From an optimization exercise on the open Yosys and OpenROAD flow, aimed at small area, a short achievable clock period and few clock cycles per item; shortcuts taken in it are not production practice.
At most, simulation tests tie the RTL to the original design; equivalence was not proved.

Design samplerz_top, start of the top module:
module samplerz_top (
  input  logic               clk,
  input  logic               rst_n_i,
  input  logic               start_i,
  input  logic [31:0]        mu_i,
  input  logic [15:0]        inv_sigma_prime_i,
  input  logic [15:0]        inv_sigma_sqr_div_2_i,
  input  logic               falcon_type_i,
  input  logic               rand_val_i,
  input  logic [23:0]        rand_cdt_i,
  input  logic               rand_b_i,
  input  logic [7:0]         rand_8_i,
  output logic               dout_val_o,
  output logic signed [15:0] w_o,
  output logic               request_rand_o,
  output logic               busy_o
);
Size: ~2200 cells after synthesis, ~200 flip-flops, roughly 120 I/O pins, ~22000 um^2 of cells after synthesis.
export LEC_CHECK = 0
export CAP_MARGIN = 20
export CORE_MARGIN = 2
export CORE_UTILIZATION = 60
export SETUP_SLACK_MARGIN = 5
export SLEW_MARGIN = 20
export SYNTH_HIERARCHICAL = 1
export SYNTH_MINIMUM_KEEP_SIZE = 0
create_clock -name core_clock -period 11.0 [get_ports {clk}]
standard.sh (not shown) runs the stock make flow with config.mk's settings and CLKGATE_MAP_FILE= SYNTH_SCRIPT=/design/flow/synth_recipe.tcl, a recipe that flattens the netlist after the stock synthesis.
==> flow/flow/run.sh <==
#!/bin/bash
# standard synthesis and layout, with the port buffers inserted as buf_1 cells
# (every input and output port still gets its own buffer)
set -euo pipefail
MARGIN=5.4
bash standard.sh synth > synth.log 2>&1
MK=$(grep '^make ' standard.sh | sed 's/ "\${@:-finish}"$//' | sed "s/SETUP_SLACK_MARGIN=[-0-9.]*/SETUP_SLACK_MARGIN=$MARGIN/")
eval "$MK \"BUFFER_PORTS_ARGS=-buffer_cell sky130_fd_sc_hd__buf_1\" finish" > layout.log 2>&1
bash standard.sh finish > write_def.log 2>&1
The baseline passed the timing, DRC and antenna checks.
Testbench counts at the start, summed over its fixed seeds: cycles 13,624, samples 2,400.
Then changed:
--- a/flow/flow/run.sh
+++ b/flow/flow/run.sh
@@ -3,5 +3,5 @@
 # (every input and output port still gets its own buffer)
 set -euo pipefail
-MARGIN=5.4
+MARGIN=5.25
 bash standard.sh synth > synth.log 2>&1
 MK=$(grep '^make ' standard.sh | sed 's/ "\${@:-finish}"$//' | sed "s/SETUP_SLACK_MARGIN=[-0-9.]*/SETUP_SLACK_MARGIN=$MARGIN/")
Result: The changed run finished clean. Flip-flop and latch count is unchanged. Utilization shrinks by 0.88 points. Wire length shrinks by a few percent. Die area stays the same. Maximum frequency shrinks slightly.
Then changed:
--- a/flow/flow/run.sh
+++ b/flow/flow/run.sh
@@ -1,4 +1,5 @@
 #!/bin/bash
 # standard synthesis and layout, with the port buffers inserted as buf_1 cells
+# and the timing repair aiming at a 5.25 ns setup margin (clock and constraints unchanged)
 # (every input and output port still gets its own buffer)
 set -euo pipefail
- CORE_UTILIZATION: 60 -> 65
Die area came out lower by 7.5%.
Design area decreases by 0.43%.
Critical path depth is lower by 3.
Then changed:
==> flow/flow/run.sh (replaced) <==
#!/bin/bash
# standard synthesis and layout, with the port buffers inserted as buf_1 cells
# (every input and output port still gets its own buffer)
set -euo pipefail
MARGIN=5
bash standard.sh synth > synth.log 2>&1
MK=$(grep '^make ' standard.sh | sed 's/ "\${@:-finish}"$//' | sed "s/SETUP_SLACK_MARGIN=[-0-9.]*/SETUP_SLACK_MARGIN=$MARGIN/")
eval "$MK \"BUFFER_PORTS_ARGS=-buffer_cell sky130_fd_sc_hd__buf_1\" finish" > layout.log 2>&1
bash standard.sh finish > write_def.log 2>&1
- CORE_UTILIZATION: 65 -> 60
After rerunning: Design area came out lower by about 0.9%. Clock skew hardly moves. Cell count is about the same.
Then changed:
--- a/flow/flow/run.sh
+++ b/flow/flow/run.sh
@@ -1,7 +1,8 @@
 #!/bin/bash
 # standard synthesis and layout, with the port buffers inserted as buf_1 cells
+# and the timing repair aiming at a 5.25 ns setup margin (clock and constraints unchanged)
 # (every input and output port still gets its own buffer)
 set -euo pipefail
-MARGIN=5
+MARGIN=5.25
 bash standard.sh synth > synth.log 2>&1
 MK=$(grep '^make ' standard.sh | sed 's/ "\${@:-finish}"$//' | sed "s/SETUP_SLACK_MARGIN=[-0-9.]*/SETUP_SLACK_MARGIN=$MARGIN/")
- CORE_UTILIZATION: 60 -> 55
Effect: Register-to-register slack gets better by 0.18 ns. Maximum frequency went up by 3.3%. Area after synthesis is unchanged. Core utilization decreases by 4.0 points. Setup slack gets better by 0.18 ns. Count of clock-buffer cells in the layout stays the same. Design area came out higher by 2.2%.

* * *

samplerz_top, a different RTL version from the one above (not shown whole).
Size: ~2,600 cells after synthesis, roughly 120 I/O pins.
Design samplerz_top, start of the top module:
module samplerz_top (
  input  logic               clk,
  input  logic               rst_n_i,
  input  logic               start_i,
  input  logic [31:0]        mu_i,
  input  logic [15:0]        inv_sigma_prime_i,
  input  logic [15:0]        inv_sigma_sqr_div_2_i,
  input  logic               falcon_type_i,
  input  logic               rand_val_i,
  input  logic [23:0]        rand_cdt_i,
  input  logic               rand_b_i,
  input  logic [7:0]         rand_8_i,
  output logic               dout_val_o,
  output logic signed [15:0] w_o,
  output logic               request_rand_o,
  output logic               busy_o
);
clock: 11.0 ns
lec_check: 0
cap_margin: 20
core_margin: 2
core_utilization: 65
setup_slack_margin: 5
slew_margin: 20
run.sh (not shown) runs the stock make flow with config.mk's settings and CLKGATE_MAP_FILE= SYNTH_SCRIPT=/design/flow/synth_recipe.tcl, a recipe that flattens the netlist after the stock synthesis.
Stock flow here: none of the scripts above is used.
The baseline finished with timing, DRC and antenna clean.
Next try:
==> flow/flow/run.sh (new file) <==
#!/bin/bash
# standard synthesis and layout, with the port buffers inserted as buf_1 cells
# (every input and output port still gets its own buffer)
set -euo pipefail
MARGIN=5
bash standard.sh synth > synth.log 2>&1
MK=$(grep '^make ' standard.sh | sed 's/ "\${@:-finish}"$//' | sed "s/SETUP_SLACK_MARGIN=[-0-9.]*/SETUP_SLACK_MARGIN=$MARGIN/")
eval "$MK \"BUFFER_PORTS_ARGS=-buffer_cell sky130_fd_sc_hd__buf_1\" finish" > layout.log 2>&1
bash standard.sh finish > write_def.log 2>&1
==> flow/standard.sh (new file) <==
#!/bin/bash
# synth_recipe.tcl (not shown) runs the flow's synth.tcl, then flattens the netlist and writes it again
# the make line also repeats each setting of config.mk as NAME=value (left out here)
make -C /OpenROAD-flow-scripts/flow DESIGN_CONFIG=/design/flow/config.mk WORK_HOME=/design/flow/orfs CLKGATE_MAP_FILE= SYNTH_SCRIPT=/design/flow/synth_recipe.tcl "${@:-finish}"
Settings changed: CORE_UTILIZATION 65 to 40.
removed: flow/run.sh
The changed run ran to the end with no violations.
Clock skew is about the same.
Critical path depth decreases by 3.
Final cell count is higher by roughly a tenth.
Die area increases by well over a third.
Setup slack improves by 0.15 ns.
Final area hardly moves.
Non-clock buffer count rose by 23.
No run of this note included a check of the RTL's function; only the layout flow was run.

-- what the ideal ports hide --
The results above use ideal ports. As a check the final layouts listed here were re-extracted and re-timed, cells and wires unchanged.
Step 1: set_driving_cell puts a clkbuf_16 on clk and a buf_2 on each other input, an assumption about the parent block.
Step 2 also shifts input and output timing later by t, the mid clock arrival at the registers, as if the neighbouring blocks saw the same clock.
a / b / c = ideal / step 1 / step 2; a / b = the first two.
| run | t, ns | setup slack, ns | hold WS [ns] |
|---|---|---|---|
| the first run of note 1 | 0.522 | 5.469 / 5.469 / 5.469 | 0.337 / 0.337 / 0.337 |
| the second run of note 1 | 0.518 | 5.410 / 5.410 / 5.410 | 0.331 / 0.331 / 0.331 |
| the third run of note 1 | 0.512 | 5.397 / 5.397 / 5.397 | 0.325 / 0.325 / 0.325 |
| the fourth run of note 1 | 0.516 | 5.246 / 5.246 / 5.246 | 0.332 / 0.332 / 0.332 |
| the fifth run of note 1 | 0.544 | 5.430 / 5.430 / 5.430 | 0.326 / 0.326 / 0.326 |
| the first run of note 2 | 0.518 | 5.054 / 5.054 / 4.771 | 0.333 / 0.333 / 0.333 |
| the second run of note 2 | 0.552 | 5.206 / 5.206 / 5.206 | 0.333 / 0.333 / 0.333 |
After both steps every run listed still meets setup and hold. For the first run of note 2, which loses most, drivers alone change the setup slack by 0.000 ns; drivers and shift together by -0.283 ns.
